Context: an optimization exercise on an open-source flow, tuned for small area, a short achievable clock period and few clock cycles per item. The choices shown serve that exercise and are no tape-out recipe. Function was checked by simulation only, so behaviour that the tests miss may differ from the original.

Setup of north:
Design gcd_multilane, start of the top module:
module gcd_multilane #(
    parameter int width_p = 32,
    parameter int els_p   = 4
) (
    input  logic                       clk_i,
    input  logic                       reset_i,
    input  logic [2*width_p-1:0]       data_i,
    input  logic                       v_i,
    output logic                       ready_o,
    output logic [width_p-1:0]         data_o,
    output logic                       v_o,
    input  logic                       yumi_i,
    output logic [$clog2(els_p+1)-1:0] count_o
);
Size in the first run: about 1100 cells after synthesis, roughly 110 I/O pins, roughly 8000 µm² of cells after synthesis.
export LEC_CHECK = 0
export CAP_MARGIN = 20
export CORE_MARGIN = 2
export CORE_UTILIZATION = 62
export CTS_BUF_LIST = sky130_fd_sc_hd__clkbuf_4 sky130_fd_sc_hd__clkbuf_8
export SETUP_SLACK_MARGIN = 4.0
export SLEW_MARGIN = 20
create_clock -name core_clock -period 8.0 [get_ports {clk_i}]
standard.sh (not shown) runs the stock make flow with config.mk's settings and CLKGATE_MAP_FILE= SYNTH_SCRIPT=/design/flow/synth_recipe.tcl, a recipe that flattens the netlist after the stock synthesis.
==> flow/flow/run.sh <==
#!/bin/bash
# The standard layout, with each port buffered by sky130_fd_sc_hd__buf_1
# instead of the delay-buffer cell buffer_ports picks by default.
set -euo pipefail
export BUFFER_PORTS_ARGS="-buffer_cell sky130_fd_sc_hd__buf_1"
bash standard.sh finish > flow_make.log 2>&1
north was carried through to the last stage, and its layout satisfied the timing, DRC and antenna checks.
Testbench counts of north, summed over its fixed seeds: cycles 40,892, items 1,920.
For south, these inputs were changed with respect to north:
Settings: CTS_BUF_LIST removed (was sky130_fd_sc_hd__clkbuf_4 sky130_fd_sc_hd__clkbuf_8); CORE_UTILIZATION changed from 62 to 40.
==> run notes <==
south vs. north: number of inverters outside the clock class in the layout shows no meaningful change.
The time the final worst path needs with I/O delays and setup of south was superior to that of north.
Compared with north, south shows routed length on met3 that has gone down by a few percent.
Re fraction of standard cell area that is sequential: south is 0.85 points down on north.
Compared with north, in south maximum frequency from static timing analysis now sits higher, final cell count now sits higher.
diff inputs: south => east
Settings: setting CTS_BUF_LIST to sky130_fd_sc_hd__clkbuf_4 sky130_fd_sc_hd__clkbuf_8 for the first time; changing SLEW_MARGIN from 20 to 5; changing CORE_UTILIZATION from 40 to 60; changing CAP_MARGIN from 20 to 5.
Notes after the runs:
As of east, highest attainable clock frequency had fallen slightly compared to south. From east to south, synthesized cell count did not move at all. Between east and south, the first-pass GRT wire length is lower for east. Compared with south, east shows a higher minimum period implied by the final worst setup slack. Of east and south, the higher wire length belongs to south.
Edits applied to the flow inputs when going from east to west:
Settings: SETUP_SLACK_MARGIN changed from 4.0 to 4.3; SLEW_MARGIN changed from 5 to 20; CAP_MARGIN changed from 5 to 20; CTS_BUF_LIST removed (was sky130_fd_sc_hd__clkbuf_4 sky130_fd_sc_hd__clkbuf_8); CORE_UTILIZATION changed from 60 to 40.
west vs. east: met2 track utilization from global routing shows a reduction of 12 points; highest cell delay on the worst timing path lost 0.12 ns; non-clock buffer count climbed 41; minimum clock period down 0.33 ns.
Of the two values seen for critical-path cell with the highest stage delay, a221o_1 was produced by west and o41a_4 by east.
Changes in middle relative to west:
Settings: CTS_BUF_LIST newly set to sky130_fd_sc_hd__clkbuf_4 sky130_fd_sc_hd__clkbuf_8; PLACE_DENSITY newly set to 0.8; SETUP_SLACK_MARGIN changed from 4.3 to 4.0; CORE_UTILIZATION changed from 40 to 62.
--- outcome ---
- Compared with west, middle shows die outline height that has gone down by more than 10%.
- middle gives more total routing usage reported by global routing than west did.
- middle: met2 global-route usage 13 points above west
- Summary of middle over west: number of multi-input combinational cells flat; routed wirelength normalized by instance count dropped about 3.4%; wire length of the first global-routing pass went down 9.1%; ratio of final minimum period to clock period higher; routed wire length went down.
- middle ends up with lower number of core rows than west does.
- Die area in middle vs west: down 35%

* * *

gcd_multilane again, from the RTL that the note above started with.
==> flow/config.mk <==
export PLATFORM = sky130hd
export DESIGN_NAME = gcd_multilane
export DESIGN_NICKNAME = gcd_multilane
export VERILOG_FILES = /design/flow/design.v
export SDC_FILE = /design/flow/constraint.sdc
export NUM_CORES = 4
export LEC_CHECK = 0
export CAP_MARGIN = 20
export CORE_MARGIN = 2
export CORE_UTILIZATION = 62
export CTS_BUF_LIST = sky130_fd_sc_hd__clkbuf_4 sky130_fd_sc_hd__clkbuf_8
export SETUP_SLACK_MARGIN = 3.8
export SLEW_MARGIN = 20
==> flow/constraint.sdc <==
create_clock -name core_clock -period 8.0 [get_ports {clk_i}]
set_input_delay 1.6000 -clock core_clock [delete_from_list [all_inputs] [get_ports {clk_i}]]
set_output_delay 1.6000 -clock core_clock [all_outputs]
set_load 0.01 [all_outputs]
Scripts as last shown in full above: flow/flow/run.sh
Testbench counts at the start, summed over its fixed seeds: cycles 40,892, items 1,920.
Next try:
Settings changed: CORE_UTILIZATION 62 to 70, SETUP_SLACK_MARGIN 3.8 to 4.0.
=> The new run produced a clean layout; global-route usage went up by 4.0 points; core utilization went up by 10 points; sequential cell count is unchanged; fmax went up by 2.5%; register-to-register slack improves by 0.096 ns; hold slack stays flat; wire length went up by 1.6%; setup slack improves by 0.096 ns.
Next try:
Settings changed: CORE_UTILIZATION 70 to 62, GPL_TIMING_DRIVEN set to 0.
Effect: Synthesized cell count is unchanged; area after synthesis stays the same; sequential share of layout area went down by 0.81 points; routed wire length went up by a quarter to a third; worst hold slack improves by 0.018 ns; clock-buffer cell count went up by 2; fmax went down by a few percent; via count went up by a little under a tenth; global-route usage went up by 4.1 points.
Next try:
Settings changed: GPL_TIMING_DRIVEN 0 to not set, SETUP_SLACK_MARGIN 4.0 to 4.15.
=> The new run finished clean. Maximum frequency rose by 5.7%. Die area stays the same. Wire length fell by 19%. Synthesized cell count is unchanged. Clock-buffer cell count fell by 3. Synthesized area is unchanged. Cell area fell by 0.37%.

[what the ideal ports hide]
Ports are ideal in the flow. The routed layouts listed here were re-timed in OpenROAD. Step 1: set_driving_cell puts a clkbuf_16 on clk_i and a buf_2 on each other input, an assumption about the parent block. Step 2 adds t to the input delays and takes it off the output delays; t is the mean of the earliest and latest rising clock arrival at the registers after step 1. Input paths then give back, and output paths get back, about the clock's delay inside the block. Three values: ideal, step 1, step 2; two values: the first two.
run | t (ns) | setup WS [ns] | hold slack, ns | worst setup path after step 2 | latest minus earliest clock arrival (ns)
north | 0.428 | 4.061 / 4.061 / 4.061 | 0.507 / 0.507 / 0.507 | register to register | 0.009 / 0.009
south | 0.398 | 4.082 / 4.082 / 3.893 | 0.518 / 0.518 / 0.518 | input to register | 0.008 / 0.007
east | 0.424 | 4.065 / 4.065 / 3.999 | 0.517 / 0.517 / 0.517 | input to register | 0.020 / 0.020
west | 0.402 | 4.391 / 4.391 / 4.243 | 0.510 / 0.510 / 0.510 | input to register | 0.011 / 0.011
middle | 0.440 | 4.039 / 4.039 / 3.926 | 0.527 / 0.527 / 0.527 | input to register | 0.018 / 0.018
the first run of note 2 | 0.415 | 3.975 / 3.975 / 3.975 | 0.509 / 0.509 / 0.509 | register to register | 0.009 / 0.009
the second run of note 2 | 0.432 | 4.072 / 4.072 / 4.072 | 0.508 / 0.508 / 0.508 | register to register | 0.020 / 0.021
the third run of note 2 | 0.427 | 3.904 / 3.904 / 3.904 | 0.526 / 0.526 / 0.526 | register to register | 0.020 / 0.020
the fourth run of note 2 | 0.428 | 4.124 / 4.124 / 4.124 | 0.507 / 0.507 / 0.507 | register to register | 0.009 / 0.008
After both steps setup and hold are still met in every run listed. The setup slack of south, which loses most, moves by 0.000 ns with the drivers and by -0.189 ns with both steps.
